Source: an optimization exercise on an open RTL-to-GDS flow (aim: small area, a short achievable clock period and few clock cycles). Production flows keep margins and buffers that such runs may drop.
At most, simulation tests tie the RTL to the original design; equivalence was not proved.
Only the layout flow was run in run 5; the RTL was not checked for function there.
Power is estimated from default activity; no workload was simulated.

--- flow/design.v ---
`timescale 1ns/10ps
`default_nettype none
module udp_rx_csr #(
    parameter integer RD_PIPE = 0    
) (
    input  wire                            clk,
    input  wire                            rst_i,
    input  wire [8-1:0]      awaddr_i,
    input  wire                            awvalid_i,
    input  wire [32-1:0]      wdata_i,
    input  wire [32/8-1:0]    wstrb_i,
    input  wire                            wvalid_i,
    input  wire                            bready_i,
    input  wire [8-1:0]      araddr_i,
    input  wire                            arvalid_i,
    input  wire                            rready_i,
    output wire                            awready_o,
    output wire                            wready_o,
    output wire [1:0]                      bresp_o,
    output wire                            bvalid_o,
    output wire                            arready_o,
    output wire [32-1:0]      rdata_o,
    output wire [1:0]                      rresp_o,
    output wire                            rvalid_o,
    output wire                            cfg_enable_o,
    output wire [31:0]                     cfg_local_ip_o,
    output wire [15:0]                     cfg_port_o,
    input  wire                            drop_i,
    input  wire [70:0]                     head_hdr_i,
    input  wire [8*64-1:0] head_words_i,
    input  wire [8*3-1:0] head_stage_i,
    input  wire [3-1:0]      count_i,
    output wire                            pop_o
);
    localparam [5:0] W_CTRL     = 6'h00;
    localparam [5:0] W_LOCAL_IP = 6'h01;
    localparam [5:0] W_POP      = 6'h07;
    reg                        awready_q;
    reg                        bvalid_q;
    reg  [1:0]                 bcnt_q;
    reg                        arready_q;
    reg                        rvalid_q;
    reg  [32-1:0] rdata_q;
    reg                        enable_q;
    reg  [15:0]                port_q;
    reg  [31:0]                local_ip_q;
    reg  [31:0]                drops_q;
    reg  [1:0]                 bcnt_d;
    wire                       aw_hs;
    wire                       ar_hs;
    wire                       b_hs;
    wire                       r_free;
    wire                       load_r;
    wire [5:0]                 sel;
    reg  [32-1:0] rdata_d;
    wire [3-1:0] stage;
    wire [5:0]                 wa;
    assign wa    = awaddr_i[7:2];
    assign aw_hs = awvalid_i && wvalid_i && awready_q;
    assign b_hs  = bvalid_q && bready_i;
    assign pop_o = aw_hs && (wa == W_POP) && (awaddr_i[1:0] == 2'b00);
    always @(*) begin
        bcnt_d = bcnt_q + {1'b0, aw_hs} - {1'b0, b_hs};
    end
    always @(posedge clk) begin
        if (rst_i) begin
            awready_q  <= 1'b0;
            bvalid_q   <= 1'b0;
            bcnt_q     <= 2'd0;
            enable_q   <= 1'b0;
            port_q     <= 16'd0;
            local_ip_q <= 32'd0;
            drops_q    <= 32'd0;
        end else begin
            bcnt_q    <= bcnt_d;
            bvalid_q  <= (bcnt_d != 2'd0);
            awready_q <= (bcnt_d != 2'd2);
            if (drop_i) begin
                drops_q <= drops_q + 32'd1;
            end
            if (aw_hs && awaddr_i[1:0] == 2'b00 && wa == W_CTRL) begin
                if (wstrb_i[0]) enable_q     <= wdata_i[0];
                if (wstrb_i[2]) port_q[7:0]  <= wdata_i[23:16];
                if (wstrb_i[3]) port_q[15:8] <= wdata_i[31:24];
            end
            if (aw_hs && awaddr_i[1:0] == 2'b00 && wa == W_LOCAL_IP) begin
                if (wstrb_i[0]) local_ip_q[7:0]   <= wdata_i[7:0];
                if (wstrb_i[1]) local_ip_q[15:8]  <= wdata_i[15:8];
                if (wstrb_i[2]) local_ip_q[23:16] <= wdata_i[23:16];
                if (wstrb_i[3]) local_ip_q[31:24] <= wdata_i[31:24];
            end
        end
    end
    wire [3:0]  widx;
    wire [31:0] win_m [0:3];
    wire [31:0] win_d;
    wire [31:0] reg_lo;
    wire [31:0] reg_hi;
    wire [31:0] reg_d;
    assign stage = head_stage_i[sel[3:1]*3 +: 3];
    assign widx  = {stage, sel[0]};
    genvar g;
    generate
        for (g = 0; g < 4; g = g + 1) begin : g_win
            assign win_m[g] = widx[1] ? (widx[0] ? head_words_i[32*(4*g+3) +: 32]
                                                  : head_words_i[32*(4*g+2) +: 32])
                                      : (widx[0] ? head_words_i[32*(4*g+1) +: 32]
                                                  : head_words_i[32*(4*g+0) +: 32]);
        end
    endgenerate
    assign win_d = widx[3] ? (widx[2] ? win_m[3] : win_m[2]) : (widx[2] ? win_m[1] : win_m[0]);
    assign reg_lo = sel[1] ? (sel[0] ? drops_q : {{(32-3){1'b0}}, count_i})
                           : (sel[0] ? local_ip_q : {port_q, 15'd0, enable_q});
    assign reg_hi = sel[1] ? (sel[0] ? 32'd0 : {25'd0, head_hdr_i[6:0]})
                           : (sel[0] ? head_hdr_i[38:7] : head_hdr_i[70:39]);
    assign reg_d  = sel[2] ? reg_hi : reg_lo;
    always @(*) begin
        if (sel[5:4] == 2'b01) begin
            rdata_d = win_d;
        end else if (sel[5:3] == 3'b000) begin
            rdata_d = reg_d;
        end else begin
            rdata_d = 32'd0;
        end
    end
    assign ar_hs  = arvalid_i && arready_q;
    assign r_free = !rvalid_q || rready_i;
    generate
        if (RD_PIPE == 0) begin : g_p0
            reg       q0v_q;
            reg [5:0] q0a_q;
            wire      q0v_d;
            wire      rv_d;
            assign sel    = q0v_q ? q0a_q : araddr_i[7:2];
            assign load_r = r_free && (q0v_q || ar_hs);
            assign q0v_d  = q0v_q ? (!load_r || ar_hs) : (ar_hs && !load_r);
            assign rv_d   = load_r || (rvalid_q && !rready_i);
            always @(posedge clk) begin
                if (rst_i) begin
                    q0v_q     <= 1'b0;
                    rvalid_q  <= 1'b0;
                    arready_q <= 1'b0;
                end else begin
                    q0v_q     <= q0v_d;
                    rvalid_q  <= rv_d;
                    arready_q <= !(q0v_d && rv_d);
                end
            end
            always @(posedge clk) begin
                if (ar_hs && (!q0v_q || load_r) && !(load_r && !q0v_q)) begin
                    q0a_q <= araddr_i[7:2];
                end
            end
        end else begin : g_p1
            reg       q0v_q, q1v_q;
            reg [5:0] q0a_q, q1a_q;
            wire      rv_d;
            reg       q0v_d, q1v_d;
            assign sel    = q0a_q;
            assign load_r = r_free && q0v_q;
            assign rv_d   = load_r || (rvalid_q && !rready_i);
            always @(*) begin
                q0v_d = q0v_q;
                q1v_d = q1v_q;
                if (load_r) begin
                    q0v_d = q1v_q || ar_hs;
                    q1v_d = q1v_q && ar_hs;
                end else if (ar_hs) begin
                    q0v_d = 1'b1;
                    q1v_d = q0v_q;
                end
            end
            always @(posedge clk) begin
                if (rst_i) begin
                    q0v_q     <= 1'b0;
                    q1v_q     <= 1'b0;
                    rvalid_q  <= 1'b0;
                    arready_q <= 1'b0;
                end else begin
                    q0v_q     <= q0v_d;
                    q1v_q     <= q1v_d;
                    rvalid_q  <= rv_d;
                    arready_q <= !(q1v_d && rv_d);
                end
            end
            always @(posedge clk) begin
                if (load_r || !q0v_q) begin
                    q0a_q <= q1v_q ? q1a_q : araddr_i[7:2];
                end
                if (ar_hs) begin
                    q1a_q <= araddr_i[7:2];
                end
            end
        end
    endgenerate
    always @(posedge clk) begin
        if (load_r) begin
            rdata_q <= rdata_d;
        end
    end
    assign awready_o = awready_q;
    assign wready_o  = awready_q;
    assign bresp_o   = 2'b00;
    assign bvalid_o  = bvalid_q;
    assign arready_o = arready_q;
    assign rdata_o   = rdata_q;
    assign rresp_o   = 2'b00;
    assign rvalid_o  = rvalid_q;
    assign cfg_enable_o   = enable_q;
    assign cfg_local_ip_o = local_ip_q;
    assign cfg_port_o     = port_q;
endmodule
`default_nettype wire
`timescale 1ns/10ps
`default_nettype none
module udp_rx_ctrl (
    input  wire                            clk,
    input  wire                            rst_i,
    input  wire                            cfg_enable_i,
    input  wire [31:0]                     cfg_local_ip_i,
    input  wire [15:0]                     cfg_port_i,
    input  wire                            full_i,
    input  wire [31:0]                     hdr_src_ip_i,
    input  wire [15:0]                     hdr_src_port_i,
    input  wire [31:0]                     hdr_dst_ip_i,
    input  wire [15:0]                     hdr_dst_port_i,
    input  wire [15:0]                     hdr_length_i,
    input  wire                            hdr_valid_i,
    output wire                            hdr_ready_o,
    input  wire [64-1:0]       beat_data_i,
    input  wire                            beat_last_i,
    input  wire                            beat_valid_i,
    output wire                            beat_ready_o,
    output wire                            hdr_we_o,
    output wire [70:0]                     hdr_o,
    output wire                            wr_we_o,
    output wire [3-1:0]   wr_idx_o,
    output wire [64-1:0]       wr_data_o,
    output wire                            wr_commit_o,
    output wire                            drop_o,
    output wire                            rx_irq_o
);
    reg                           busy_q;      
    reg                           acc_q;       
    reg  [3-1:0] cnt_q;       
    reg                           irq_q;
    reg                           brdy_q;      
    reg                           first_q;     
    reg  [2:0]                    gap_q;       
    wire                          hdr_hs;
    wire                          beat_hs;
    wire                          accept;
    wire [15:0]                   pay_len;
    assign hdr_hs  = hdr_valid_i && !busy_q;
    assign beat_hs = beat_valid_i && brdy_q;
    assign pay_len = hdr_length_i - 16'd8;
    assign accept  = cfg_enable_i
                  && (hdr_dst_ip_i == cfg_local_ip_i)
                  && (hdr_dst_port_i == cfg_port_i)
                  && (pay_len <= (8 * 8))
                  && !full_i;
    always @(posedge clk) begin
        if (rst_i) begin
            busy_q  <= 1'b0;
            acc_q   <= 1'b0;
            irq_q   <= 1'b0;
            cnt_q   <= {3{1'b0}};
            brdy_q  <= 1'b0;
            first_q <= 1'b0;
            gap_q   <= 3'd0;
        end else begin
            irq_q <= beat_hs && beat_last_i && acc_q;
            if (hdr_hs) begin
                busy_q <= 1'b1;
            end else if (beat_hs && beat_last_i) begin
                busy_q <= 1'b0;
            end
            if (hdr_hs) begin
                acc_q <= accept;
            end
            if (hdr_hs) begin
                cnt_q <= {3{1'b0}};
            end else if (beat_hs) begin
                cnt_q <= cnt_q + 1'b1;
            end
            gap_q   <= beat_hs ? 3'd1 : gap_q + 3'd1;
            first_q <= hdr_hs || (first_q && !beat_hs);
            brdy_q  <= hdr_hs || (busy_q && !(beat_hs && beat_last_i) &&
                                  ((first_q && !beat_hs) || (beat_hs ? 1'b1 : (gap_q == 3'd0))));
        end
    end
    assign hdr_ready_o  = !busy_q;
    assign beat_ready_o = brdy_q;
    assign hdr_we_o    = hdr_hs && !full_i;
    assign hdr_o       = {hdr_src_ip_i, hdr_src_port_i, hdr_dst_port_i, hdr_length_i[6:0]};
    assign wr_we_o     = beat_hs && acc_q;
    assign wr_idx_o    = cnt_q;
    assign wr_data_o   = beat_data_i;
    assign wr_commit_o = beat_hs && beat_last_i && acc_q;
    assign drop_o      = beat_hs && beat_last_i && !acc_q;
    assign rx_irq_o    = irq_q;
endmodule
`default_nettype wire
`timescale 1ns/10ps
`default_nettype none
module udp_rx_buffer (
    input  wire                            clk,
    input  wire                            rst_i,
    input  wire                            hdr_we_i,
    input  wire [70:0]                     hdr_i,
    input  wire                            wr_we_i,
    input  wire [3-1:0]   wr_idx_i,
    input  wire [64-1:0]       wr_data_i,
    input  wire                            wr_commit_i,
    input  wire                            pop_i,
    output wire [70:0]                     head_hdr_o,
    output wire [8*64-1:0] head_words_o,
    output wire [8*3-1:0] head_stage_o,
    output wire [3-1:0]      count_o,
    output wire                            full_o
);
    localparam integer SW = 8 * 64;
    reg  [SW-1:0]                 slot_q [0:4-1];
    reg  [70:0]                   hdr_q  [0:4-1];
    reg  [2-1:0] wr_ptr_q;
    reg  [2-1:0] rd_ptr_q;
    reg  [3-1:0]    count_q;
    reg  [3-1:0] pos_q  [0:4-1];    
    reg  [3-1:0] pos_d  [0:4-1];
    reg  [8*3-1:0] stg_q;        
    wire [3-1:0] hpos_d;
    wire [2-1:0] rd_ptr_d;
    wire                          do_pop;
    assign do_pop = pop_i && (count_q != {3{1'b0}});
    genvar s, w;
    generate
        for (s = 0; s < 4; s = s + 1) begin : g_slot
            always @(posedge clk) begin
                slot_q[s][64 +: SW-64] <= slot_q[s][0 +: SW-64];
                if (wr_we_i && wr_ptr_q == s) begin
                    slot_q[s][0 +: 64] <= wr_data_i;
                end else begin
                    slot_q[s][0 +: 64] <= slot_q[s][SW-64 +: 64];
                end
                pos_q[s] <= pos_d[s];
            end
            always @(*) begin
                if (wr_we_i && wr_ptr_q == s && wr_idx_i == {3{1'b0}}) begin
                    pos_d[s] = {3{1'b0}};
                end else begin
                    pos_d[s] = pos_q[s] + 1'b1;
                end
            end
            always @(posedge clk) begin
                if (hdr_we_i && wr_ptr_q == s) begin
                    hdr_q[s] <= hdr_i;
                end
            end
        end
    endgenerate
    assign rd_ptr_d = rd_ptr_q + {{(2-1){1'b0}}, do_pop};
    assign hpos_d = pos_d[rd_ptr_d];
    genvar j;
    generate
        for (j = 0; j < 8; j = j + 1) begin : g_stg
            always @(posedge clk) begin
                stg_q[j*3 +: 3] <= hpos_d - j;
            end
        end
    endgenerate
    always @(posedge clk) begin
        if (rst_i) begin
            wr_ptr_q <= {2{1'b0}};
            rd_ptr_q <= {2{1'b0}};
            count_q  <= {3{1'b0}};
        end else begin
            if (wr_commit_i) begin
                wr_ptr_q <= wr_ptr_q + 1'b1;
            end
            if (do_pop) begin
                rd_ptr_q <= rd_ptr_q + 1'b1;
            end
            case ({wr_commit_i, do_pop})
                2'b10:   count_q <= count_q + 1'b1;
                2'b01:   count_q <= count_q - 1'b1;
                default: count_q <= count_q;
            endcase
        end
    end
    assign head_hdr_o   = rd_ptr_q[1] ? (rd_ptr_q[0] ? hdr_q[3] : hdr_q[2])
                                      : (rd_ptr_q[0] ? hdr_q[1] : hdr_q[0]);
    assign head_words_o = rd_ptr_q[1] ? (rd_ptr_q[0] ? slot_q[3] : slot_q[2])
                                      : (rd_ptr_q[0] ? slot_q[1] : slot_q[0]);
    assign head_stage_o = stg_q;
    assign count_o      = count_q;
    assign full_o       = count_q[2];
endmodule
`default_nettype wire
`timescale 1ns/10ps
`default_nettype none
module udp_rx_top (
    input  wire                            clk,
    input  wire                            rst_i,
    input  wire [31:0]                     hdr_src_ip_i,
    input  wire [15:0]                     hdr_src_port_i,
    input  wire [31:0]                     hdr_dst_ip_i,
    input  wire [15:0]                     hdr_dst_port_i,
    input  wire [15:0]                     hdr_length_i,
    input  wire                            hdr_valid_i,
    output wire                            hdr_ready_o,
    input  wire [64-1:0]       beat_data_i,
    input  wire                            beat_last_i,
    input  wire                            beat_valid_i,
    output wire                            beat_ready_o,
    input  wire [8-1:0]      axil_awaddr_i,
    input  wire                            axil_awvalid_i,
    input  wire [32-1:0]      axil_wdata_i,
    input  wire [32/8-1:0]    axil_wstrb_i,
    input  wire                            axil_wvalid_i,
    input  wire                            axil_bready_i,
    input  wire [8-1:0]      axil_araddr_i,
    input  wire                            axil_arvalid_i,
    input  wire                            axil_rready_i,
    output wire                            axil_awready_o,
    output wire                            axil_wready_o,
    output wire [1:0]                      axil_bresp_o,
    output wire                            axil_bvalid_o,
    output wire                            axil_arready_o,
    output wire [32-1:0]      axil_rdata_o,
    output wire [1:0]                      axil_rresp_o,
    output wire                            axil_rvalid_o,
    output wire                            rx_irq_o
);
    wire                                     cfg_enable;
    wire [31:0]                              cfg_local_ip;
    wire [15:0]                              cfg_port;
    wire                                     drop;
    wire                                     hdr_we;
    wire [70:0]                              hdr;
    wire                                     wr_we;
    wire [3-1:0]            wr_idx;
    wire [64-1:0]                wr_data;
    wire                                     wr_commit;
    wire                                     full;
    wire                                     pop;
    wire [70:0]                              head_hdr;
    wire [8*64-1:0] head_words;
    wire [8*3-1:0] head_stage;
    wire [3-1:0]               count;
    udp_rx_csr #(.RD_PIPE(0)) u_csr (
        .clk            (clk),
        .rst_i          (rst_i),
        .awaddr_i       (axil_awaddr_i),
        .awvalid_i      (axil_awvalid_i),
        .wdata_i        (axil_wdata_i),
        .wstrb_i        (axil_wstrb_i),
        .wvalid_i       (axil_wvalid_i),
        .bready_i       (axil_bready_i),
        .araddr_i       (axil_araddr_i),
        .arvalid_i      (axil_arvalid_i),
        .rready_i       (axil_rready_i),
        .awready_o      (axil_awready_o),
        .wready_o       (axil_wready_o),
        .bresp_o        (axil_bresp_o),
        .bvalid_o       (axil_bvalid_o),
        .arready_o      (axil_arready_o),
        .rdata_o        (axil_rdata_o),
        .rresp_o        (axil_rresp_o),
        .rvalid_o       (axil_rvalid_o),
        .cfg_enable_o   (cfg_enable),
        .cfg_local_ip_o (cfg_local_ip),
        .cfg_port_o     (cfg_port),
        .drop_i         (drop),
        .head_hdr_i     (head_hdr),
        .head_words_i   (head_words),
        .head_stage_i   (head_stage),
        .count_i        (count),
        .pop_o          (pop)
    );
    udp_rx_ctrl u_ctrl (
        .clk            (clk),
        .rst_i          (rst_i),
        .cfg_enable_i   (cfg_enable),
        .cfg_local_ip_i (cfg_local_ip),
        .cfg_port_i     (cfg_port),
        .full_i         (full),
        .hdr_src_ip_i   (hdr_src_ip_i),
        .hdr_src_port_i (hdr_src_port_i),
        .hdr_dst_ip_i   (hdr_dst_ip_i),
        .hdr_dst_port_i (hdr_dst_port_i),
        .hdr_length_i   (hdr_length_i),
        .hdr_valid_i    (hdr_valid_i),
        .hdr_ready_o    (hdr_ready_o),
        .beat_data_i    (beat_data_i),
        .beat_last_i    (beat_last_i),
        .beat_valid_i   (beat_valid_i),
        .beat_ready_o   (beat_ready_o),
        .hdr_we_o       (hdr_we),
        .hdr_o          (hdr),
        .wr_we_o        (wr_we),
        .wr_idx_o       (wr_idx),
        .wr_data_o      (wr_data),
        .wr_commit_o    (wr_commit),
        .drop_o         (drop),
        .rx_irq_o       (rx_irq_o)
    );
    udp_rx_buffer u_buffer (
        .clk            (clk),
        .rst_i          (rst_i),
        .hdr_we_i       (hdr_we),
        .hdr_i          (hdr),
        .wr_we_i        (wr_we),
        .wr_idx_i       (wr_idx),
        .wr_data_i      (wr_data),
        .wr_commit_i    (wr_commit),
        .pop_i          (pop),
        .head_hdr_o     (head_hdr),
        .head_words_o   (head_words),
        .head_stage_o   (head_stage),
        .count_o        (count),
        .full_o         (full)
    );
endmodule
`default_nettype wire
--- flow/run.sh ---
#!/bin/bash
# synth_recipe.tcl (not shown) runs the flow's synth.tcl, then flattens the netlist and writes it again
# the make line also repeats each setting of config.mk as NAME=value (left out here)
make -C /OpenROAD-flow-scripts/flow DESIGN_CONFIG=/design/flow/config.mk WORK_HOME=/design/flow/orfs CLKGATE_MAP_FILE= SYNTH_SCRIPT=/design/flow/synth_recipe.tcl finish
--- flow/config.mk ---
export PLATFORM = sky130hd
export DESIGN_NAME = udp_rx_top
export DESIGN_NICKNAME = udp_rx_top
export VERILOG_FILES = /design/flow/design.v
export SDC_FILE = /design/flow/constraint.sdc
export NUM_CORES = 4
export LEC_CHECK = 0
export CAP_MARGIN = 20
export CORE_MARGIN = 2
export CORE_UTILIZATION = 60
export CTS_CLUSTER_DIAMETER = 100
export CTS_CLUSTER_SIZE = 24
export SETUP_SLACK_MARGIN = 2.8
export SLEW_MARGIN = 20
--- flow/constraint.sdc ---
create_clock -name core_clock -period 5.0 [get_ports {clk}]
set_input_delay 1.0000 -clock core_clock [delete_from_list [all_inputs] [get_ports {clk}]]
set_output_delay 1.0000 -clock core_clock [all_outputs]
set_load 0.01 [all_outputs]
==> results of run 1 <==
## cells in the mapped netlist (2+ instances only)
library cell                   n  share of area (%)
sky130_fd_sc_hd__nand4b_1     13               0.14
sky130_fd_sc_hd__o21ai_0      21               0.13
sky130_fd_sc_hd__dfxtp_1    2180                 55
sky130_fd_sc_hd__a31oi_1      26               0.20
sky130_fd_sc_hd__mux2i_1      42               0.53
sky130_fd_sc_hd__a21oi_1      86               0.54
sky130_fd_sc_hd__o2111ai_1    34               0.37
sky130_fd_sc_hd__o211ai_1      4              0.038
sky130_fd_sc_hd__nor3b_1       3              0.028
sky130_fd_sc_hd__buf_2        81               0.51
sky130_fd_sc_hd__buf_4        35               0.33
sky130_fd_sc_hd__or4_1         2              0.019
sky130_fd_sc_hd__a22oi_1      25               0.24
sky130_fd_sc_hd__nor3_1       13              0.082
sky130_fd_sc_hd__mux4_2      586                 17
sky130_fd_sc_hd__xnor2_1      39               0.43
sky130_fd_sc_hd__a211oi_1      3              0.028
sky130_fd_sc_hd__and2_1        7              0.055
sky130_fd_sc_hd__nor2b_1       6              0.047
sky130_fd_sc_hd__nor2_1       61               0.29
sky130_fd_sc_hd__nand4_1      67               0.53
sky130_fd_sc_hd__and4_1        4              0.044
sky130_fd_sc_hd__nor4_1       11              0.086
sky130_fd_sc_hd__o22ai_1      22               0.17
sky130_fd_sc_hd__a221oi_2      2              0.038
sky130_fd_sc_hd__or3_1         4              0.031
sky130_fd_sc_hd__nand2b_1      2              0.016
sky130_fd_sc_hd__nand2_1     651                3.1
sky130_fd_sc_hd__clkbuf_1    149               0.70
sky130_fd_sc_hd__buf_6         8               0.11
sky130_fd_sc_hd__and3_1       57               0.45
sky130_fd_sc_hd__ha_1         20               0.31
sky130_fd_sc_hd__inv_1        33               0.16
sky130_fd_sc_hd__buf_1        40               0.19
sky130_fd_sc_hd__mux2_2      274                3.9
sky130_fd_sc_hd__a311oi_1     44               0.48
sky130_fd_sc_hd__a32o_1        2              0.025
sky130_fd_sc_hd__a21boi_0      4              0.038
sky130_fd_sc_hd__nand3_1     237                1.5
sky130_fd_sc_hd__edfxtp_1    322                 12
sky130_fd_sc_hd__xor2_1       57               0.63
sky130_fd_sc_hd__mux2_4        3              0.056
## metal layers
metal  track usage [%]  vias up  part of all wire, %
met4              10.5       20                  3.8
met1              44.9    23800                   41
li1                  -    20400                    -
met3              6.73      419                  8.5
met2              51.9     1913                   47
met5                 0        -                0.060
## final cells by class
class                   count  area [µm²]
diodes                     14        35.0
clock buffers             167        3090
clock inverters             7         148
fillers                  8754       37400
inverters                  33         124
multi-input cells        2471       26600
flip-flops and latches   2502       53300
well taps                1755        2200
repair buffers            675        8930
## power groups by stage
stage               Combinational (mW)  Clock, mW  Sequential, mW
CTS                               2.55       10.6            20.5
detailed placement                1.53          0            21.0
global placement                  1.51          0            21.0
global route                      2.76       11.4            20.6
finish                            2.72       10.5            20.5
floorplan                        0.762          0            21.0
## kinds of logic (layout without fill, tap and decap cells)
logic type      count (synthesis)  count (layout)
compound gates                281             281
xor+xnor                       96              96
fa+ha+maj                      21              21
buf+inv                       346             882
flops                        2502            2502
mux                           907             914
other cells                     1              18
simple gates                 1142            1155
## metrics by stage
stage | setup slack [ns] | total power, mW | std cells | hold WS, ns
floorplan | 1.99 | 21.7 | 5299 | 0.326
global placement | 0.807 | 22.5 | 7107 | 0.327
detailed placement | 0.756 | 22.5 | 7107 | 0.331
CTS | 2.42 | 33.7 | 7535 | 0.308
global route | 2.33 | 34.7 | 7620 | 0.316
finish | 2.40 | 33.8 | 7624 | 0.310
## timing repair
item                                   4_1_cts  5_1_grt
setup buffers                              165       63
pin swaps                                   65       44
cloned                                      89       12
gates resized for setup                    569      100
endpoints found under the hold margin        0        0
setup endpoints to repair                  573      283
## worst max path at each step
stage | from | end | slack (ns) | depth (start not counted)
finish | u_buffer.rd_ptr_q[0] | u_csr.rdata_q[2] | 2.40 | 7
floorplan | axil_awaddr_i[5] | u_buffer.stg_q[5] | 1.99 | 10
CTS | axil_awaddr_i[0] | u_buffer.stg_q[5] | 2.42 | 12
global route | axil_awaddr_i[1] | u_buffer.stg_q[5] | 2.33 | 12
global placement | axil_araddr_i[3] | u_csr.rdata_q[16] | 0.81 | 8
detailed placement | axil_araddr_i[3] | u_csr.rdata_q[16] | 0.76 | 8
## sequential cells by signal, summed over array words and instances (netlist names), 2 cells and up
name / cells
u_ctrl.cnt_q: 3
u_buffer.count_q: 3
u_buffer.wr_ptr_q: 2
u_csr.port_q: 16
u_buffer.rd_ptr_q: 2
u_ctrl.gap_q: 3
u_buffer.pos_q: 12
u_csr.local_ip_q: 32
u_csr.drops_q: 32
u_buffer.slot_q: 2048
u_csr.g_p0.q0a_q: 6
u_buffer.hdr_q: 284
u_csr.bcnt_q: 2
u_buffer.stg_q: 14
u_csr.rdata_q: 32
==> run summary, run 1 <==
----------------------------------------------------
[Status]
  Status ... complete, no violations

[Floorplan]
  Die H ... 369 µm
  Core Rows ... about 130
  Total die area ... between 100000 and 150000 µm²
  Total I/O pin count ... 282
  Starting density of the core ... roughly three fifths
  Core area ... ~130000 µm²
  Die width ... around 370 µm

[Logic synthesis]
  Cell Area, Synth ... between 70000 and 80000 µm²
  Area fraction in compound gates after synthesis ... between 2 and 2.5%
  XOR/XNOR share of the synthesized area ... approximately 1.1%
  Number of synthesized register bits ... 2502
  Main combinational cell family by area after synthesis ... multiplexers
  Number of enable-type register cells in the synthesized netlist ... between 300 and 400
  Register area share after synthesis ... approximately two thirds
  Adder-Cell Fraction of Synth Area ... less than 1%
  Simple-gate portion of the synthesized area ... 6.39%
  Post-synth cell types ... 58
  Average cell area after synthesis ... 15.1 µm²
  Prevailing post-synth register cell ... sky130_fd_sc_hd__dfxtp_1
  Async set-reset flop share out of synthesis ... 0%
  Total of warnings raised by yosys ... 7
  Instance count of the mapped netlist ... approximately 5300
  Multiplexer share of the synthesized area ... a little over a fifth

[Worst setup path]
  Endpoint of the worst-slack reg-to-reg timing path ... u_csr.rdata_q[2]
  Most Frequent Cell on Critical Path ... sky130_fd_sc_hd__buf_12
  Largest fanout of any net on the critical path ... 6
  Critical path, cell by cell ... buf_12 -> buf_12 -> mux4_2 -> nand2_2 -> a31oi_4 -> o211ai_1 -> o2111ai_1
  Startpoint types ... flip-flop
  Dominant delay contributor by cell family on the critical path ... compound AO/OA/AOI/OAI gates
  Launch instance of the worst register-to-register path ... u_buffer.rd_ptr_q[0]
  Biggest cell delay along the critical path ... about 0.67 ns
  Critical path data arrival time ... roughly 3 ns
  Reg2reg setup slack ... around 2.4 ns
  Start-to-end type of the worst setup path ... reg2reg
  Endpoint required time on the critical path ... between 5 and 6 ns
  Bufs and invs on worst path ... 2
  Worst r2r path cells ... 7
  Slowest library cell on the worst path ... sky130_fd_sc_hd__o211ai_1
  Type of element capturing the critical path ... flip-flop

[Clock tree]
  Inserted Clock Buffers ... roughly 110
  Root buf cell ... sky130_fd_sc_hd__clkbuf_16
  Latest clock arrival within the worst-skew pair ... 0.78 ns
  TritonCTS sink count ... around 2500
  Maximum clock insertion buffer count ... 3
  Number of levels in the clock H-tree ... 3
  Clock transition at the registers of the reported paths ... 0.10 ns
  Clock tree from TritonCTS ... done
  CTS Hold Buffers Added ... 0

[Finish]
  Leading cell type in the layout, fill and taps excluded ... sky130_fd_sc_hd__dfxtp_1
  Utilization of the core after routing ... between 70% and 80%
  Commonest cells after routing, fill and taps aside ... sky130_fd_sc_hd__dfxtp_1 (2171), sky130_fd_sc_hd__nand2_1 (618), sky130_fd_sc_hd__mux4_2 (586)
  Finished layout cell area ... about 94000 µm²
  Area growth from synthesis to layout ... 18.3%
  Number of nets in the layout ... between 6000 and 7000
  Layout cell share with drive strength beyond 1 ... 28.7%

[Drt]
  TritonRoute pass-1 iters ... 6
  Detailed-route via count ... 46500
  DRC violation count after routing ... 0
  Vias per std cell ... about 6
  Antenna-violating nets left ... 0
  Avg WL per Cell ... 29.5 µm
  Total wire length after detailed routing ... approximately 230 mm
  Number of violations reported at the end of detailed-routing iteration 0 ... 4353

[Power]
  Power per cell area ... between 300 and 400 nW/µm²
  Portion of total power attributed to the clock network ... between 30% and 40%
  Combinational share of power ... 8.1%
  Total leakage power ... between 30 and 40 nW
  Proportion of power drawn by flip-flops and latches ... approximately three fifths
  P_int ... between 20 and 30 mW
  Switching power ... ~7.8 mW
  Switching part of the total power ... between 20% and 30%
  Peak supply drop ... 0.333 mV

[Global routing]
  Total congestion overflow after global routing ... 0
  Initial antenna violation count ... 36
  GR Util All Layers ... roughly 32%
  Number of global-route vias before repair ... 46500
  Maximum number of pins on one net before global-route repair ... 80
  Global-route wire length before repair ... about 320 mm

[Placement]
  RD Place Congestion ... ~0.86
  Total half-perimeter wirelength after legalization and detailed placement ... roughly 120 mm
  Cell Area, Placed ... approximately 85000 µm²
  Number of input and output port buffers inserted ... roughly 280

[STA]
  Final critical-path required period ... approximately 2.6 ns
  Post-Route Skew ... roughly 0.05 ns
  Share of the clock period used by the worst path after layout ... a little over half
  Pins over their slew limit ... 0
  Number of failing setup endpoints in the final timing report ... 0
  Final sum of negative setup slack ... 0 ns
  Highest clock frequency the design can meet ... 385 MHz
  Hold violation total from the final report ... 0
  Worst-case headroom to the max-slew limit ... approximately 39%
  Setup repair after global routing missed its margin ... yes
  Slew at the pin with the worst max-slew slack ... 0.920 ns

[Hold path]
  Endpoint with the worst hold slack ... u_buffer.slot_q[1][112]
  Hold Path Class ... reg2reg
  Number of cells on the worst hold path ... 0
  Hold wc startpoint ... u_buffer.slot_q[1][48]

[Job]
  Number of violations of the max-capacitance limit ... 0

----------------------------------------------------
Testbench counts, summed over its fixed seeds: cycles 21,360.
==> run 2: changes to the inputs <==
--- a/flow/config.mk
+++ b/flow/config.mk
@@ -11,4 +11,4 @@
 export CTS_CLUSTER_DIAMETER = 100
 export CTS_CLUSTER_SIZE = 24
-export SETUP_SLACK_MARGIN = 2.8
+export SETUP_SLACK_MARGIN = 3.0
 export SLEW_MARGIN = 20
==> run 2 against run 1 <==
Compared with the run above:
- still clean
- clock skew is 0.026 ns lower
- sequential share of layout area grew 0.13 points
- power fell by 0.92%
- design area fell by 0.20%
- fmax fell by 0.65%
- global-route usage decreased by 0.70 points
- highest routed layer unchanged
==> run summary, run 2 <==
----------------------------------------------------
[Floorplan]
  Starting density of the core ... 60.6% (unchanged)
  Total die area ... 136000 µm² (unchanged)
  Core area ... 132000 µm² (unchanged)
  Die H ... 369 µm (unchanged)
  Core Rows ... 133 (unchanged)
  Die width ... 369 µm (unchanged)
  Total I/O pin count ... 282 (unchanged)

[Finish]
  Leading cell type in the layout, fill and taps excluded ... sky130_fd_sc_hd__dfxtp_1
  Largest registers ... u_buffer.slot_q x2048, u_buffer.hdr_q x284
  Layout Cells excl Fill ... 7605 (-0.25%)
  Largest register FFs ... 2048 (unchanged)
  Area growth from synthesis to layout ... 18.1%
  Number of nets in the layout ... 6047 (-0.15%)
  Register with the highest flop count ... u_buffer.slot_q
  Layout cell share with drive strength beyond 1 ... 29.0% (+0.31 points)
  Utilization of the core after routing ... 71.5% (-0.14 points)
  Commonest cells after routing, fill and taps aside ... sky130_fd_sc_hd__dfxtp_1 (2158), sky130_fd_sc_hd__nand2_1 (619), sky130_fd_sc_hd__mux4_2 (586)

[Logic synthesis]
  Simple-gate portion of the synthesized area ... 6.39% (unchanged)
  Main combinational cell family by area after synthesis ... multiplexers
  Post-synth cell types ... 58 (unchanged)
  Async set-reset flop share out of synthesis ... 0% (unchanged)
  Biggest area contributors in the synthesized netlist ... sky130_fd_sc_hd__dfxtp_1 (55%), sky130_fd_sc_hd__mux4_2 (17%), sky130_fd_sc_hd__edfxtp_1 (12%)
  Prevailing post-synth register cell ... sky130_fd_sc_hd__dfxtp_1
  Number of synthesized register bits ... 2502 (unchanged)
  Number of enable-type register cells in the synthesized netlist ... 322 (unchanged)
  Register area share after synthesis ... 66.8% (unchanged)
  Largest area contributor in the synthesized netlist ... sky130_fd_sc_hd__dfxtp_1
  Average cell area after synthesis ... 15.1 µm² (unchanged)
  Most repeated cell in the gate-level netlist after synthesis ... sky130_fd_sc_hd__dfxtp_1
  Area share of the largest cell type after synthesis ... 54.7% (unchanged)
  Area fraction in compound gates after synthesis ... 2.40% (unchanged)
  Most instantiated cells after synthesis ... sky130_fd_sc_hd__dfxtp_1 (2180), sky130_fd_sc_hd__nand2_1 (651), sky130_fd_sc_hd__mux4_2 (586)
  Multiplexer share of the synthesized area ... 21.0% (unchanged)
  Adder-Cell Fraction of Synth Area ... 0.339% (unchanged)
  Instance count of the mapped netlist ... 5296 (unchanged)
  XOR/XNOR share of the synthesized area ... 1.05% (unchanged)
  Cell Area, Synth ... 79800 µm² (unchanged)
  Total of warnings raised by yosys ... 7 (unchanged)

[Clock tree]
  Root buf cell ... sky130_fd_sc_hd__clkbuf_16
  Number of levels in the clock H-tree ... 3 (unchanged)
  Latest clock arrival within the worst-skew pair ... 0.77 ns (about the same)
  Clock transition at the registers of the reported paths ... 0.11 ns (about the same)
  TritonCTS sink count ... 2502 (unchanged)
  CTS Hold Buffers Added ... 0 (unchanged)
  Clock tree from TritonCTS ... done
  Inserted Clock Buffers ... 114 (unchanged)
  Maximum clock insertion buffer count ... 3 (unchanged)

[STA]
  Slew at the pin with the worst max-slew slack ... 0.867 ns (-0.0531 ns)
  Final WS setup ... 2.38 ns (-0.0171 ns)
  Final sum of negative setup slack ... 0 ns (unchanged)
  Hold_ws ... 0.334 ns (+0.0244 ns)
  Post-Route Skew ... 0.0237 ns (-0.0262 ns)
  Worst-case headroom to the max-slew limit ... 42.0% (+3.3 points)
  Number of failing setup endpoints in the final timing report ... 0 (unchanged)
  Highest clock frequency the design can meet ... 382 MHz (-0.65%)
  Setup repair after global routing missed its margin ... yes
  Hold violation total from the final report ... 0 (unchanged)
  Pins over their slew limit ... 0 (unchanged)
  Final critical-path required period ... 2.62 ns (+0.0171 ns)
  Share of the clock period used by the worst path after layout ... 52.4% (+0.34 points)

[Global routing]
  Initial antenna violation count ... 23 (-36%)
  Number of global-route vias before repair ... 46100 (-0.77%)
  GR Util All Layers ... 31.8% (-0.70 points)
  Global-route wire length before repair ... 313 mm (-1.8%)
  Total congestion overflow after global routing ... 0 (unchanged)
  Maximum number of pins on one net before global-route repair ... 103 (+29%)

[Drt]
  Total wire length after detailed routing ... 223 mm (-0.82%)
  Number of violations reported at the end of detailed-routing iteration 0 ... 4904 (+13%)
  DRC violation count after routing ... 0 (unchanged)
  Vias per std cell ... 6.12 (+0.26%)
  TritonRoute pass-1 iters ... 6 (unchanged)
  Antenna-violating nets left ... 0 (unchanged)
  Detailed-route via count ... 46500 (+0.0086%)
  Avg WL per Cell ... 29.3 µm (-0.57%)

[Worst setup path]
  Worst r2r path cells ... 6 (-1)
  Start-to-end type of the worst setup path ... reg2reg
  Largest fanout of any net on the critical path ... 16 (+10)
  Type of element capturing the critical path ... flip-flop
  Critical path data arrival time ... 3.09 ns (about the same)
  Launch instance of the worst register-to-register path ... u_csr.g_p0.q0a_q[0]
  Endpoint of the worst-slack reg-to-reg timing path ... u_csr.rdata_q[1]
  Endpoint required time on the critical path ... 5.47 ns (-0.02 ns)
  Reg2reg setup slack ... 2.38 ns (-0.02 ns)
  Startpoint types ... flip-flop

[Power]
  Peak supply drop ... 0.367 mV (+10%)
  Power per cell area ... 355 nW/µm² (-0.72%)
  Total leakage power ... 34.2 nW (+0.13%)

[Hold path]
  Endpoint with the worst hold slack ... u_buffer.slot_q[2][228]
  Number of cells on the worst hold path ... 0 (unchanged)
  Hold Path Class ... reg2reg
  Hold wc startpoint ... u_buffer.slot_q[2][164]

[Placement]
  Total half-perimeter wirelength after legalization and detailed placement ... 116 mm (-0.19%)
  Worst Setup Slack post-DPL ... 0.685 ns (-0.0707 ns)
  RD Place Congestion ... 0.879 (+2.0%)
  Number of input and output port buffers inserted ... 275 (unchanged)
  Number of placed instances, taps included ... 7100 (-0.098%)

[Status]
  Status ... complete, no violations

[Job]
  Number of violations of the max-capacitance limit ... 0 (unchanged)

----------------------------------------------------
run 2: cell types whose count changed in the layout (fill, tap and decap cells not counted), sizes merged, moves of 3 or more:
| cell | change |
|---|---|
| nand2 | +7 |
| clkbuf | +15 |
| diode | -5 |
| mux2 | +3 |
| buf | -26 |
| dlymetal6s2s | +10 |
| clkdlybuf4s50 | -13 |
| dlygate4sd2 | -6 |
run 2: layout make-up:
type	count	area, µm²
flip-flops and latches	2502	53400
fillers	8805	37600
multi-input cells	2479	26800
repair buffers	658	8640
clock buffers	163	3060
well taps	1755	2200
inverters	33	126
clock inverters	6	93.8
diodes	9	22.5
run 2: power breakdown:
group	internal (mW)	switching, mW
Clock	4.27	6.11
Sequential	20.5	0.0753
Combinational	1.12	1.44
Total	25.9	7.62
run 2: how the worst max path moves through the flow:
stage | slack (ns) | startpoint | to | cells past startpoint
2_1_floorplan | 1.99 | axil_awaddr_i[5] | u_buffer.stg_q[5] | 10
3_3_place_gp | 0.60 | axil_araddr_i[3] | u_csr.rdata_q[0] | 8
3_5_place_dp | 0.69 | axil_araddr_i[3] | u_csr.rdata_q[24] | 9
4_1_cts | 2.40 | u_buffer.rd_ptr_q[0] | u_csr.rdata_q[27] | 8
5_1_grt | 2.32 | u_buffer.rd_ptr_q[0] | u_csr.rdata_q[2] | 8
6_report | 2.38 | u_csr.g_p0.q0a_q[0] | u_csr.rdata_q[1] | 6
run 2: logic make-up after synthesis:
family | Yosys count
flops | 2502
simple gates | 1142
mux | 907
buf+inv | 346
compound gates | 281
xor+xnor | 96
fa+ha+maj | 21
other cells | 1
run 2: per-stage QoR:
step	area (µm²)	total power, mW
2_1_floorplan	80400	21.7
6_report	94200	33.5
5_1_grt	94200	34.4
4_1_cts	92400	33.3
3_5_place_dp	84800	22.5
3_3_place_gp	84800	22.5
run 2: timing repair:
| action | 4_1_cts | 5_1_grt |
|---|---|---|
| cloned | 77 | 23 |
| buffers inserted | 146 | 81 |
| gates resized for setup | 529 | 170 |
| pin swaps | 66 | 70 |
| endpoints found under the setup margin | 682 | 363 |
run 2: layer usage:
metal / track usage (%) / up-vias / wire (µm)
met5: 0 / - / 93
li1: - / 20400 / -
met1: 44.1 / 24000 / 91700
met4: 8.05 / 14 / 5740
met3: 7.01 / 315 / 19400
met2: 51.2 / 1863 / 106000
run 2: critical path: stages (launching register included):
cell and delay [ns]:
sky130_fd_sc_hd__edfxtp_1 0.48, sky130_fd_sc_hd__buf_4 0.22, sky130_fd_sc_hd__mux2_4 0.42, sky130_fd_sc_hd__nand2_1 0.16
sky130_fd_sc_hd__a31oi_2 0.11, sky130_fd_sc_hd__o211ai_1 0.71, sky130_fd_sc_hd__o2111ai_1 0.21
==> run 3: changes to the inputs <==
--- a/flow/config.mk
+++ b/flow/config.mk
@@ -8,5 +8,5 @@
 export CAP_MARGIN = 20
 export CORE_MARGIN = 2
-export CORE_UTILIZATION = 60
+export CORE_UTILIZATION = 63
 export CTS_CLUSTER_DIAMETER = 100
 export CTS_CLUSTER_SIZE = 24
==> run 3 against run 2 <==
Compared with the run above:
- still clean
- worst setup slack got worse by 0.049 ns
- non-clock buffer count shrank 3
- combinational power fell by 8.6%
- utilization increased by 3.3 points
- power is 0.53% lower
- sequential power is essentially flat
- worst hold slack got worse by 0.0029 ns
- area after synthesis did not move
- highest routed layer unchanged
==> run summary, run 3 <==
----------------------------------------------------
[Status]
  Status ... complete, no violations

[Logic synthesis]
  Largest area contributor in the synthesized netlist ... sky130_fd_sc_hd__dfxtp_1
  Number of enable-type register cells in the synthesized netlist ... 322 (unchanged)
  Prevailing post-synth register cell ... sky130_fd_sc_hd__dfxtp_1
  Cell Area, Synth ... 79800 µm² (unchanged)
  Average cell area after synthesis ... 15.1 µm² (unchanged)
  Async set-reset flop share out of synthesis ... 0% (unchanged)
  Post-synth cell types ... 58 (unchanged)
  Instance count of the mapped netlist ... 5296 (unchanged)
  Most instantiated cells after synthesis ... sky130_fd_sc_hd__dfxtp_1 (2180), sky130_fd_sc_hd__nand2_1 (651), sky130_fd_sc_hd__mux4_2 (586)
  Biggest area contributors in the synthesized netlist ... sky130_fd_sc_hd__dfxtp_1 (55%), sky130_fd_sc_hd__mux4_2 (17%), sky130_fd_sc_hd__edfxtp_1 (12%)
  Number of synthesized register bits ... 2502 (unchanged)
  Most repeated cell in the gate-level netlist after synthesis ... sky130_fd_sc_hd__dfxtp_1
  Total of warnings raised by yosys ... 7 (unchanged)
  Register area share after synthesis ... 66.8% (unchanged)
  Area share of the largest cell type after synthesis ... 54.7% (unchanged)

[Finish]
  Largest register FFs ... 2048 (unchanged)
  Number of nets in the layout ... 6038 (-0.15%)
  Leading cell type in the layout, fill and taps excluded ... sky130_fd_sc_hd__dfxtp_1
  Commonest cells after routing, fill and taps aside ... sky130_fd_sc_hd__dfxtp_1 (2158), sky130_fd_sc_hd__nand2_1 (600), sky130_fd_sc_hd__mux4_2 (586)
  Filler cells ... 7796 (-11%)
  Largest registers ... u_buffer.slot_q x2048, u_buffer.hdr_q x284
  Layout cell share with drive strength beyond 1 ... 29.1% (+0.16 points)
  Register with the highest flop count ... u_buffer.slot_q
  Area growth from synthesis to layout ... 17.8%

[Clock tree]
  Number of levels in the clock H-tree ... 3 (unchanged)
  Root buf cell ... sky130_fd_sc_hd__clkbuf_16
  Maximum clock insertion buffer count ... 3 (unchanged)
  CTS Hold Buffers Added ... 0 (unchanged)
  Inserted Clock Buffers ... 114 (unchanged)
  TritonCTS sink count ... 2502 (unchanged)
  Clock tree from TritonCTS ... done
  Clock transition at the registers of the reported paths ... 0.10 ns (about the same)
  Latest clock arrival within the worst-skew pair ... 0.78 ns (about the same)

[Power]
  Proportion of power drawn by flip-flops and latches ... 61.7% (+0.3 points)
  Power per cell area ... 354 nW/µm² (-0.33%)
  Combinational share of power ... 7.0% (-0.6 points)
  Portion of total power attributed to the clock network ... 31.3% (+0.3 points)
  Peak supply drop ... 0.344 mV (-6.3%)
  Switching part of the total power ... 22.6% (-0.17 points)
  Total leakage power ... 34.2 nW (about the same)
  Switching power ... 7.52 mW (-1.3%)
  P_int ... 25.8 mW (-0.31%)

[Worst setup path]
  Start-to-end type of the worst setup path ... reg2reg
  Biggest cell delay along the critical path ... 0.60 ns (-0.11 ns)
  Startpoint types ... flip-flop
  Critical path data arrival time ... 3.16 ns (+0.07 ns)
  Endpoint required time on the critical path ... 5.49 ns (+0.02 ns)
  Critical path, cell by cell ... mux2i_4 -> buf_4 -> bufbuf_16 -> a31oi_1 -> o21ai_0 -> o211ai_1 -> o2111ai_1
  Slowest library cell on the worst path ... sky130_fd_sc_hd__edfxtp_1
  Type of element capturing the critical path ... flip-flop
  Largest fanout of any net on the critical path ... 10 (-6)

[Drt]
  DRC violation count after routing ... 0 (unchanged)
  Antenna-violating nets left ... 0 (unchanged)
  Detailed-route via count ... 46700 (+0.40%)
  Number of violations reported at the end of detailed-routing iteration 0 ... 4653 (-5.1%)
  Avg WL per Cell ... 29.3 µm (-0.23%)
  Vias per std cell ... 6.24 (+1.9%)
  TritonRoute pass-1 iters ... 7 (+1)
  Total wire length after detailed routing ... 219 mm (-1.7%)

[STA]
  Worst-case headroom to the max-slew limit ... 44.5% (+2.5 points)
  Pins over their slew limit ... 0 (unchanged)
  Share of the clock period used by the worst path after layout ... 53.3% (+0.97 points)
  Hold_ws ... 0.331 ns (-0.00290 ns)
  Final critical-path required period ... 2.67 ns (+0.0486 ns)
  Setup repair after global routing missed its margin ... yes
  Highest clock frequency the design can meet ... 375 MHz (-1.8%)
  Post-Route Skew ... 0.0374 ns (+0.0137 ns)
  Final sum of negative setup slack ... 0 ns (unchanged)
  Number of failing setup endpoints in the final timing report ... 0 (unchanged)
  Hold violation total from the final report ... 0 (unchanged)
  Slew at the pin with the worst max-slew slack ... 0.833 ns (-0.0341 ns)

[Placement]
  Number of input and output port buffers inserted ... 275 (unchanged)
  Total half-perimeter wirelength after legalization and detailed placement ... 116 mm (about the same)
  RD Place Congestion ... 0.881 (+0.17%)

[Global routing]
  Most utilized layer in the global route result ... met2
  Global-route met2 utilization ... 52.9% (+1.7 points)
  Total congestion overflow after global routing ... 0 (unchanged)
  Global-route track usage on met3 ... 6.02% (-0.99 points)
  Global-route wire length before repair ... 311 mm (-0.78%)
  GR Util All Layers ... 32.8% (+0.97 points)
  Initial antenna violation count ... 27 (+17%)
  Maximum number of pins on one net before global-route repair ... 61 (-41%)
  Global-route track usage on met1 ... 45.2% (+1.1 points)
  Number of global-route vias before repair ... 46900 (+1.6%)

[Floorplan]
  Die width ... 360 µm (-2.4%)
  Total die area ... 130000 µm² (-4.7%)
  Core area ... 126000 µm² (-4.6%)
  Starting density of the core ... 63.5% (+2.9 points)
  Die H ... 360 µm (-2.4%)
  Total I/O pin count ... 282 (unchanged)
  Core Rows ... 130 (-2.3%)

[Hold path]
  Hold Path Class ... reg2reg

[Job]
  Number of violations of the max-capacitance limit ... 0 (unchanged)

----------------------------------------------------
run 3: changes by cell type in the layout (fill, tap and decap cells not counted), moves of 7 or more:
cell                        previous run  this run
sky130_fd_sc_hd__buf_16               69        62
sky130_fd_sc_hd__a31oi_2               2        10
sky130_fd_sc_hd__o2111ai_2             6        13
sky130_fd_sc_hd__a31oi_1              24        15
sky130_fd_sc_hd__buf_8                 6        15
sky130_fd_sc_hd__nand2_1             619       600
sky130_fd_sc_hd__o2111ai_1            27        20
sky130_fd_sc_hd__a311oi_2             22         6
sky130_fd_sc_hd__a311oi_1             21        38
sky130_fd_sc_hd__nand2_2              22        36
sky130_fd_sc_hd__o22ai_1               8        15
run 3: stage by stage:
stage | area (µm²) | worst slack, ns | std cells | total power, mW | util [%]
after floorplan | 80400 | 1.99 | 5299 | 21.7 | -
after global placement | 84700 | 0.769 | 7004 | 22.5 | 67.4
after detailed placement | 84700 | 0.692 | 7004 | 22.5 | 67.4
after CTS | 92100 | 2.44 | 7374 | 33.2 | 73.3
after global routing | 94100 | 2.26 | 7487 | 34.2 | 74.8
final | 94100 | 2.33 | 7490 | 33.3 | 74.8
run 3: critical path: cells and delay by family (launching register included):
family | cells | cell delay (ns)
flip-flops | 1 | 0.60
AO/OA/AOI/OAI | 4 | 1.08
buffers and inverters | 2 | 0.52
multiplexers | 1 | 0.17
run 3: cells by family after synthesis:
logic type / share of synthesized area, %
compound gates: 2.40
xor+xnor: 1.05
fa+ha+maj: 0.339
buf+inv: 1.99
flops: 66.8
mux: 21.0
other cells: 0.00470
simple gates: 6.39
run 3: repair_timing:
| item | 4_1_cts | 5_1_grt |
|---|---|---|
| setup buffers | 129 | 85 |
| endpoints found under the setup margin | 659 | 411 |
| endpoints found under the hold margin | 0 | 0 |
| resized for setup | 531 | 194 |
| pin swaps | 63 | 93 |
| gates cloned | 74 | 21 |
run 3: routing by layer:
layer	part of all wire [%]	vias up
li1	-	20300
met1	41	23900
met2	47	2017
met3	8.0	435
met4	3.9	16
met5	0.055	-
run 3: power groups by stage:
stage | registers (mW) | logic, mW | clock network [mW]
after floorplan | 21.0 | 0.764 | 0
after global placement | 21.0 | 1.49 | 0
after detailed placement | 21.0 | 1.51 | 0
after CTS | 20.5 | 2.14 | 10.5
after global routing | 20.6 | 2.37 | 11.2
final | 20.5 | 2.33 | 10.4
run 3: final cells by class:
class | count | area (µm²) | area share, %
inverter | 33 | 126 | 0.134
multi-input combinational | 2473 | 26800 | 28.5
antenna | 10 | 25.0 | 0.0266
clock buffer | 162 | 3100 | 3.29
tap | 1650 | 2060 | 2.19
timing repair buffer | 655 | 8550 | 9.09
clock inverter | 5 | 81.3 | 0.0865
sequential | 2502 | 53400 | 56.7
run 3: worst paths after layout:
check	slack [ns]	from	endpoint	cells past startpoint
hold / removal	0.33	u_buffer.slot_q[0][289]	u_buffer.slot_q[0][353]	0
setup reg to reg	2.33	u_csr.g_p0.q0a_q[0]	u_csr.rdata_q[1]	7
hold reg to reg	0.33	u_buffer.slot_q[0][289]	u_buffer.slot_q[0][353]	0
setup / recovery	2.33	u_csr.g_p0.q0a_q[0]	u_csr.rdata_q[1]	7
==> run 4: changes to the inputs <==
==> flow/flow/run.sh (new file) <==
#!/bin/bash
# The standard layout, except that the port buffers are plain buffers (buf_2) rather than the
# delay cell buffer_ports picks by default. Every port still gets its buffer.
set -euo pipefail
export BUFFER_PORTS_ARGS="-buffer_cell sky130_fd_sc_hd__buf_2"
bash standard.sh > standard_flow.log 2>&1
==> flow/standard.sh (new file) <==
#!/bin/bash
# synth_recipe.tcl (not shown) runs the flow's synth.tcl, then flattens the netlist and writes it again
# the make line also repeats each setting of config.mk as NAME=value (left out here)
make -C /OpenROAD-flow-scripts/flow DESIGN_CONFIG=/design/flow/config.mk WORK_HOME=/design/flow/orfs CLKGATE_MAP_FILE= SYNTH_SCRIPT=/design/flow/synth_recipe.tcl "${@:-finish}"
--- a/flow/config.mk
+++ b/flow/config.mk
@@ -8,7 +8,7 @@
 export CAP_MARGIN = 20
 export CORE_MARGIN = 2
-export CORE_UTILIZATION = 63
+export CORE_UTILIZATION = 60
 export CTS_CLUSTER_DIAMETER = 100
 export CTS_CLUSTER_SIZE = 24
-export SETUP_SLACK_MARGIN = 3.0
+export SETUP_SLACK_MARGIN = 2.5
 export SLEW_MARGIN = 20
removed: flow/run.sh
==> run 4 against run 3 <==
Compared with the run above:
- utilization decreased by 5.1 points
- wire length increased by 0.46%
- sequential share of layout area increased by 1.3 points
- highest routed layer unchanged
- still clean on timing, DRC and antenna
- critical endpoint unchanged
- power increased by 0.42%
- largest cell class unchanged
- cell count increased by 0.61%
==> run summary, run 4 <==
----------------------------------------------------
[Logic synthesis]
  Most repeated cell in the gate-level netlist after synthesis ... sky130_fd_sc_hd__dfxtp_1
  Largest area contributor in the synthesized netlist ... sky130_fd_sc_hd__dfxtp_1
  Area share of the largest cell type after synthesis ... 54.7% (unchanged)
  Average cell area after synthesis ... 15.1 µm² (unchanged)
  Cell Area, Synth ... 79800 µm² (unchanged)
  Total of warnings raised by yosys ... 7 (unchanged)
  Biggest area contributors in the synthesized netlist ... sky130_fd_sc_hd__dfxtp_1 (55%), sky130_fd_sc_hd__mux4_2 (17%), sky130_fd_sc_hd__edfxtp_1 (12%)
  Instance count of the mapped netlist ... 5296 (unchanged)
  Async set-reset flop share out of synthesis ... 0% (unchanged)
  Number of enable-type register cells in the synthesized netlist ... 322 (unchanged)
  Post-synth cell types ... 58 (unchanged)
  Prevailing post-synth register cell ... sky130_fd_sc_hd__dfxtp_1
  Number of synthesized register bits ... 2502 (unchanged)
  Register area share after synthesis ... 66.8% (unchanged)
  Most instantiated cells after synthesis ... sky130_fd_sc_hd__dfxtp_1 (2180), sky130_fd_sc_hd__nand2_1 (651), sky130_fd_sc_hd__mux4_2 (586)

[STA]
  Number of failing setup endpoints in the final timing report ... 0 (unchanged)
  Share of the clock period used by the worst path after layout ... 55.1% (+1.8 points)
  Highest clock frequency the design can meet ... 363 MHz (-3.2%)
  Final WS setup ... 2.25 ns (-0.0880 ns)
  Pins over their slew limit ... 0 (unchanged)
  Slew at the pin with the worst max-slew slack ... 1.09 ns (+0.261 ns)
  Worst-case headroom to the max-slew limit ... 27.1% (-17 points)
  Post-Route Skew ... 0.0381 ns (+0.000700 ns)
  Hold violation total from the final report ... 0 (unchanged)
  Final critical-path required period ... 2.75 ns (+0.0880 ns)
  Setup repair after global routing missed its margin ... yes
  Final sum of negative setup slack ... 0 ns (unchanged)

[Drt]
  Detailed-route via count ... 46000 (-1.6%)
  TritonRoute pass-1 iters ... 5 (-2)
  Antenna-violating nets left ... 0 (unchanged)
  Avg WL per Cell ... 29.2 µm (-0.16%)
  Number of violations reported at the end of detailed-routing iteration 0 ... 4580 (-1.6%)
  DRC violation count after routing ... 0 (unchanged)
  Vias per std cell ... 6.10 (-2.2%)
  Total wire length after detailed routing ... 220 mm (+0.46%)

[Clock tree]
  Root buf cell ... sky130_fd_sc_hd__clkbuf_16
  Clock transition at the registers of the reported paths ... 0.10 ns (about the same)
  Latest clock arrival within the worst-skew pair ... 0.78 ns (about the same)
  TritonCTS sink count ... 2502 (unchanged)
  Number of levels in the clock H-tree ... 3 (unchanged)
  Maximum clock insertion buffer count ... 3 (unchanged)
  Inserted Clock Buffers ... 114 (unchanged)
  Clock tree from TritonCTS ... done
  CTS Hold Buffers Added ... 0 (unchanged)

[Global routing]
  GR Util All Layers ... 30.9% (-1.9 points)
  Global-route wire length before repair ... 307 mm (-1.3%)
  Maximum number of pins on one net before global-route repair ... 133 (+120%)
  Total congestion overflow after global routing ... 0 (unchanged)
  Initial antenna violation count ... 41 (+52%)
  Number of global-route vias before repair ... 45800 (-2.2%)

[Finish]
  Number of nets in the layout ... 5977 (-1.0%)
  Filler cells ... 9123 (+17%)
  Register with the highest flop count ... u_buffer.slot_q
  Leading cell type in the layout, fill and taps excluded ... sky130_fd_sc_hd__dfxtp_1
  Largest register FFs ... 2048 (unchanged)
  Utilization of the core after routing ... 69.7% (-5.1 points)
  Layout cell share with drive strength beyond 1 ... 30.5% (+1.3 points)
  Layout Cells excl Fill ... 7536 (+0.61%)
  Largest registers ... u_buffer.slot_q x2048, u_buffer.hdr_q x284
  Area growth from synthesis to layout ... 15.1%
  Commonest cells after routing, fill and taps aside ... sky130_fd_sc_hd__dfxtp_1 (2175), sky130_fd_sc_hd__nand2_1 (618), sky130_fd_sc_hd__mux4_2 (586)

[Power]
  Power per cell area ... 364 nW/µm² (+2.8%)
  Total leakage power ... 33.5 nW (-2.1%)
  Post-layout power ... 33.4 mW (+0.42%)
  Peak supply drop ... 0.302 mV (-12%)

[Job]
  Number of violations of the max-capacitance limit ... 0 (unchanged)

[Placement]
  Number of placed instances, taps included ... 7098 (+1.3%)
  Number of input and output port buffers inserted ... 275 (unchanged)
  Worst Setup Slack post-DPL ... 1.11 ns (+0.416 ns)
  Total half-perimeter wirelength after legalization and detailed placement ... 116 mm (+0.47%)
  RD Place Congestion ... 0.884 (+0.36%)

[Worst setup path]
  Endpoint required time on the critical path ... 5.47 ns (-0.02 ns)
  Start-to-end type of the worst setup path ... reg2reg
  Largest fanout of any net on the critical path ... 7 (-3)
  Critical path data arrival time ... 3.23 ns (+0.07 ns)
  Startpoint types ... flip-flop
  Type of element capturing the critical path ... flip-flop

[Floorplan]
  Total die area ... 136000 µm² (+4.9%)
  Core area ... 132000 µm² (+4.8%)
  Starting density of the core ... 60.6% (-2.9 points)
  Core Rows ... 133 (+2.3%)
  Die H ... 369 µm (+2.4%)
  Total I/O pin count ... 282 (unchanged)
  Die width ... 369 µm (+2.4%)

[Hold path]
  Hold Path Class ... reg2reg

[Status]
  Status ... complete, no violations

----------------------------------------------------
-- run 4: cell counts after synthesis --
No cell type changed its count.
-- run 4: path summary, 6_finish.rpt --
check	depth (start not counted)	endpoint	from	slack, ns
min reg2reg	0	u_buffer.slot_q[1][307]	u_buffer.slot_q[1][243]	0.33
min	0	u_buffer.slot_q[1][307]	u_buffer.slot_q[1][243]	0.33
max	7	u_csr.rdata_q[1]	u_buffer.rd_ptr_q[0]	2.25
max reg2reg	7	u_csr.rdata_q[1]	u_buffer.rd_ptr_q[0]	2.25
-- run 4: through the flow --
stage	area (µm²)	hold slack (ns)
floorplan	80100	0.326
finish	91900	0.328
detailed placement	83200	0.331
global placement	83200	0.328
global route	91900	0.339
CTS	89800	0.338
-- run 4: metal layers --
layer  vias up  track usage [%]  part of all wire, %
met3       358             5.32                  7.5
li1      20200                -                    -
met2      1775             49.0                   47
met1     23600             43.9                   42
met4        22             9.32                  3.3
met5         -                0                0.064
-- run 4: kinds of logic after synthesis --
kind of cell    synth area share (%)
flops                           66.8
simple gates                    6.39
mux                             21.0
buf+inv                         1.99
compound gates                  2.40
xor+xnor                        1.05
fa+ha+maj                      0.339
other cells                  0.00470
-- run 4: timing repair --
item                       4_1_cts  5_1_grt
pin swaps                       29       51
setup endpoints to repair      239      128
setup buffers                   93       68
resized for setup              203      112
cloned                          62       36
-- run 4: power breakdown --
| part | total [mW] | switching, mW | internal (mW) |
|---|---|---|---|
| Sequential | 20.5 | 0.0699 | 20.5 |
| Combinational | 2.41 | 1.48 | 0.928 |
| Clock | 10.5 | 6.14 | 4.36 |
| Total | 33.4 | 7.69 | 25.7 |
-- run 4: cell type report --
type                       instances  area, µm²  area share [%]
clock buffer                     161       3070            3.34
multi-input combinational       2465      26200            28.5
timing repair buffer             602       6880            7.49
sequential                      2502      53300            58.0
antenna                           12       30.0          0.0327
inverter                          33        124           0.135
tap                             1755       2200            2.39
clock inverter                     6        114           0.124
-- run 4: critical path, cell delays in order, from the launching register on --
cell	delay (ns)
sky130_fd_sc_hd__dfxtp_4	0.48
sky130_fd_sc_hd__buf_12	0.15
sky130_fd_sc_hd__buf_4	0.11
sky130_fd_sc_hd__mux4_2	0.52
sky130_fd_sc_hd__a21oi_4	0.16
sky130_fd_sc_hd__a31oi_4	0.05
sky130_fd_sc_hd__o211ai_1	0.77
sky130_fd_sc_hd__o2111ai_1	0.21
==> run 5: changes to the inputs <==
--- a/flow/design.v
+++ b/flow/design.v
@@ -329,6 +329,4 @@
     reg  [3-1:0] pos_d  [0:4-1];
     reg  [8*3-1:0] stg_q;        
-    wire [3-1:0] hpos_d;
-    wire [2-1:0] rd_ptr_d;
     wire                          do_pop;
     assign do_pop = pop_i && (count_q != {3{1'b0}});
@@ -359,11 +357,26 @@
         end
     endgenerate
-    assign rd_ptr_d = rd_ptr_q + {{(2-1){1'b0}}, do_pop};
-    assign hpos_d = pos_d[rd_ptr_d];
+    wire                          w0;
+    wire                          hit_np;
+    wire                          hit_p;
+    wire [2-1:0] rd_ptr_n;
+    wire [3-1:0] pos_n;
+    assign w0       = wr_we_i && (wr_idx_i == {3{1'b0}});
+    assign rd_ptr_n = rd_ptr_q + 1'b1;
+    assign hit_np   = w0 && (wr_ptr_q == rd_ptr_q);
+    assign hit_p    = w0 && (wr_ptr_q == rd_ptr_n);
+    assign pos_n    = pos_q[rd_ptr_n] + 1'b1;
     genvar j;
     generate
         for (j = 0; j < 8; j = j + 1) begin : g_stg
             always @(posedge clk) begin
-                stg_q[j*3 +: 3] <= hpos_d - j;
+                if (do_pop ? hit_p : hit_np) begin
+                    stg_q[j*3 +: 3] <= {3{1'b0}} - j;
+                end else if (do_pop) begin
+                    stg_q[j*3 +: 3] <= pos_n - j;
+                end else begin
+                    stg_q[j*3 +: 3] <=
+                        stg_q[j*3 +: 3] + 1'b1;
+                end
             end
         end
==> flow/run.sh (new file) <==
#!/bin/bash
# synth_recipe.tcl (not shown) runs the flow's synth.tcl, then flattens the netlist and writes it again
# the make line also repeats each setting of config.mk as NAME=value (left out here)
make -C /OpenROAD-flow-scripts/flow DESIGN_CONFIG=/design/flow/config.mk WORK_HOME=/design/flow/orfs CLKGATE_MAP_FILE= SYNTH_SCRIPT=/design/flow/synth_recipe.tcl finish
--- a/flow/config.mk
+++ b/flow/config.mk
@@ -11,4 +11,4 @@
 export CTS_CLUSTER_DIAMETER = 100
 export CTS_CLUSTER_SIZE = 24
-export SETUP_SLACK_MARGIN = 2.5
+export SETUP_SLACK_MARGIN = 2.8
 export SLEW_MARGIN = 20
removed: flow/flow/run.sh
removed: flow/standard.sh
==> run 5 against run 4 <==
Compared with the run above:
- register-to-register slack worse by 0.28 ns
- worst hold slack better by 0.0026 ns
- non-clock buffer count stayed put
- sequential share of layout area is 1.3 points lower
- count of clock-buffer cells in the layout rose by 5
- sequential power hardly changed
- power rose by 0.27%
- design area rose by 2.6%
- cell count decreased by 0.27%
- clock power hardly changed
- synthesized cell count fell by 0.47%
- fmax down 9.1%
==> run summary, run 5 <==
----------------------------------------------------
[Logic synthesis]
  Simple-gate portion of the synthesized area ... 3.76% (-2.6 points)
  Number of synthesized register bits ... 2512 (+0.40%)
  Async set-reset flop share out of synthesis ... 0% (unchanged)
  Cell Area, Synth ... 80900 µm² (+1.4%)
  Average cell area after synthesis ... 15.4 µm² (+1.9%)
  Most repeated cell in the gate-level netlist after synthesis ... sky130_fd_sc_hd__dfxtp_1
  Multiplexer share of the synthesized area ... 21.7% (+0.71 points)
  Main combinational cell family by area after synthesis ... multiplexers
  Largest area contributor in the synthesized netlist ... sky130_fd_sc_hd__dfxtp_1

[Worst setup path]
  Biggest cell delay along the critical path ... 0.37 ns (-0.40 ns)
  Startpoint types ... flip-flop
  Endpoint required time on the critical path ... 5.49 ns (+0.02 ns)
  Dominant delay contributor by cell family on the critical path ... buffers and inverters
  Slowest library cell on the worst path ... sky130_fd_sc_hd__dfxtp_4
  Critical path data arrival time ... 3.52 ns (+0.29 ns)

[Power]
  Power per cell area ... 356 nW/µm² (-2.3%)
  Post-layout power ... 33.5 mW (+0.27%)
  Combinational share of power ... 7.1% (about the same)
  P_int ... 25.9 mW (+0.69%)

[Finish]
  Largest registers ... u_buffer.slot_q x2048, u_buffer.hdr_q x284
  Layout Cells excl Fill ... 7516 (-0.27%)

[Drt]
  Avg WL per Cell ... 28.6 µm (-2.3%)
  Antenna-violating nets left ... 0 (unchanged)
  Number of violations reported at the end of detailed-routing iteration 0 ... 4156 (-9.3%)

[STA]
  Highest clock frequency the design can meet ... 330 MHz (-9.1%)
  Hold violation total from the final report ... 0 (unchanged)
  Post-Route Skew ... 0.0245 ns (-0.0136 ns)

[Clock tree]
  Inserted Clock Buffers ... 114 (unchanged)
  CTS Hold Buffers Added ... 0 (unchanged)
  Number of levels in the clock H-tree ... 3 (unchanged)

[Floorplan]
  Total I/O pin count ... 282 (unchanged)

[Status]
  Status ... complete, no violations

[Job]
  Number of violations of the max-capacitance limit ... 0 (unchanged)

[Placement]
  Total half-perimeter wirelength after legalization and detailed placement ... 123 mm (+5.3%)

----------------------------------------------------
## run 5: cell count changes in the layout (fill, tap and decap cells not counted), sizes merged, moves of 51 or more
cell,change
nand3,-148
buf,-205
and3,-51
nand2,-322
a21oi,+68
nand4,-53
o211ai,+63
o21ai,+129
a211oi,+69
clkdlybuf4s50,+211
## run 5: kinds of logic (layout without fill, tap and decap cells)
logic type	count (synthesis)	after routing
flops	2512	2512
fa+ha+maj	32	32
xor+xnor	92	92
mux	984	986
simple gates	675	684
other cells	1	13
compound gates	613	614
buf+inv	362	815
## run 5: power by group through the flow
stage / clock, mW / combinational (mW) / sequential (mW)
after detailed placement: 0 / 1.71 / 21.1
final: 10.5 / 2.39 / 20.6
after global placement: 0 / 1.68 / 21.1
after floorplan: 0 / 0.818 / 21.1
after global routing: 11.3 / 2.45 / 20.7
after CTS: 10.6 / 2.18 / 20.6
## run 5: cell type report
type	instances	share of cell area, %
clock buffer	166	3.32
sequential	2512	56.8
timing repair buffer	602	7.54
inverter	42	0.170
antenna	9	0.0239
clock inverter	5	0.0902
tap	1768	2.35
multi-input combinational	2412	29.8
## run 5: metrics by stage
stage                     area, µm²  hold WS, ns  utilization [%]  worst slack (ns)
after detailed placement      86600        0.331             64.8             0.452
final                         94300        0.331             70.6              1.97
after global placement        86600        0.328             64.8             0.484
after CTS                     92800        0.339             69.5              2.06
after global routing          94300        0.345             70.6              1.89
after floorplan               81500        0.326                -              1.79
## run 5: what timing repair did
item,CTS,global route
resized for setup,502,246
setup buffers,128,41
gates cloned,30,13
setup endpoints to repair,565,198
pin swaps,103,120
## run 5: path summary, 6_finish.rpt
kind	startpoint	to	slack, ns	cells past startpoint
setup / recovery	u_csr.g_p0.q0v_q	u_csr.rdata_q[24]	1.97	13
setup reg to reg	u_csr.g_p0.q0v_q	u_csr.rdata_q[24]	1.97	13
hold reg to reg	u_buffer.slot_q[3][178]	u_buffer.slot_q[3][242]	0.33	0
hold / removal	u_buffer.slot_q[3][178]	u_buffer.slot_q[3][242]	0.33	0
## run 5: layer usage
layer	track usage (%)	part of all wire, %
met3	4.69	6.8
met4	9.40	3.5
met1	42.4	42
met5	0	0.052
met2	48.9	48
## run 5: worst register-to-register path, cell delays in order (launching register included)
cell and delay [ns]:
sky130_fd_sc_hd__dfxtp_4 0.37, sky130_fd_sc_hd__bufbuf_16 0.26, sky130_fd_sc_hd__nand2b_1 0.13, sky130_fd_sc_hd__o32ai_1 0.10, sky130_fd_sc_hd__buf_4 0.19, sky130_fd_sc_hd__a32o_4 0.33
sky130_fd_sc_hd__nor2_4 0.16, sky130_fd_sc_hd__buf_6 0.12, sky130_fd_sc_hd__buf_12 0.16, sky130_fd_sc_hd__buf_12 0.16, sky130_fd_sc_hd__buf_12 0.16, sky130_fd_sc_hd__mux2_4 0.32
sky130_fd_sc_hd__o211ai_1 0.17, sky130_fd_sc_hd__o211ai_1 0.12
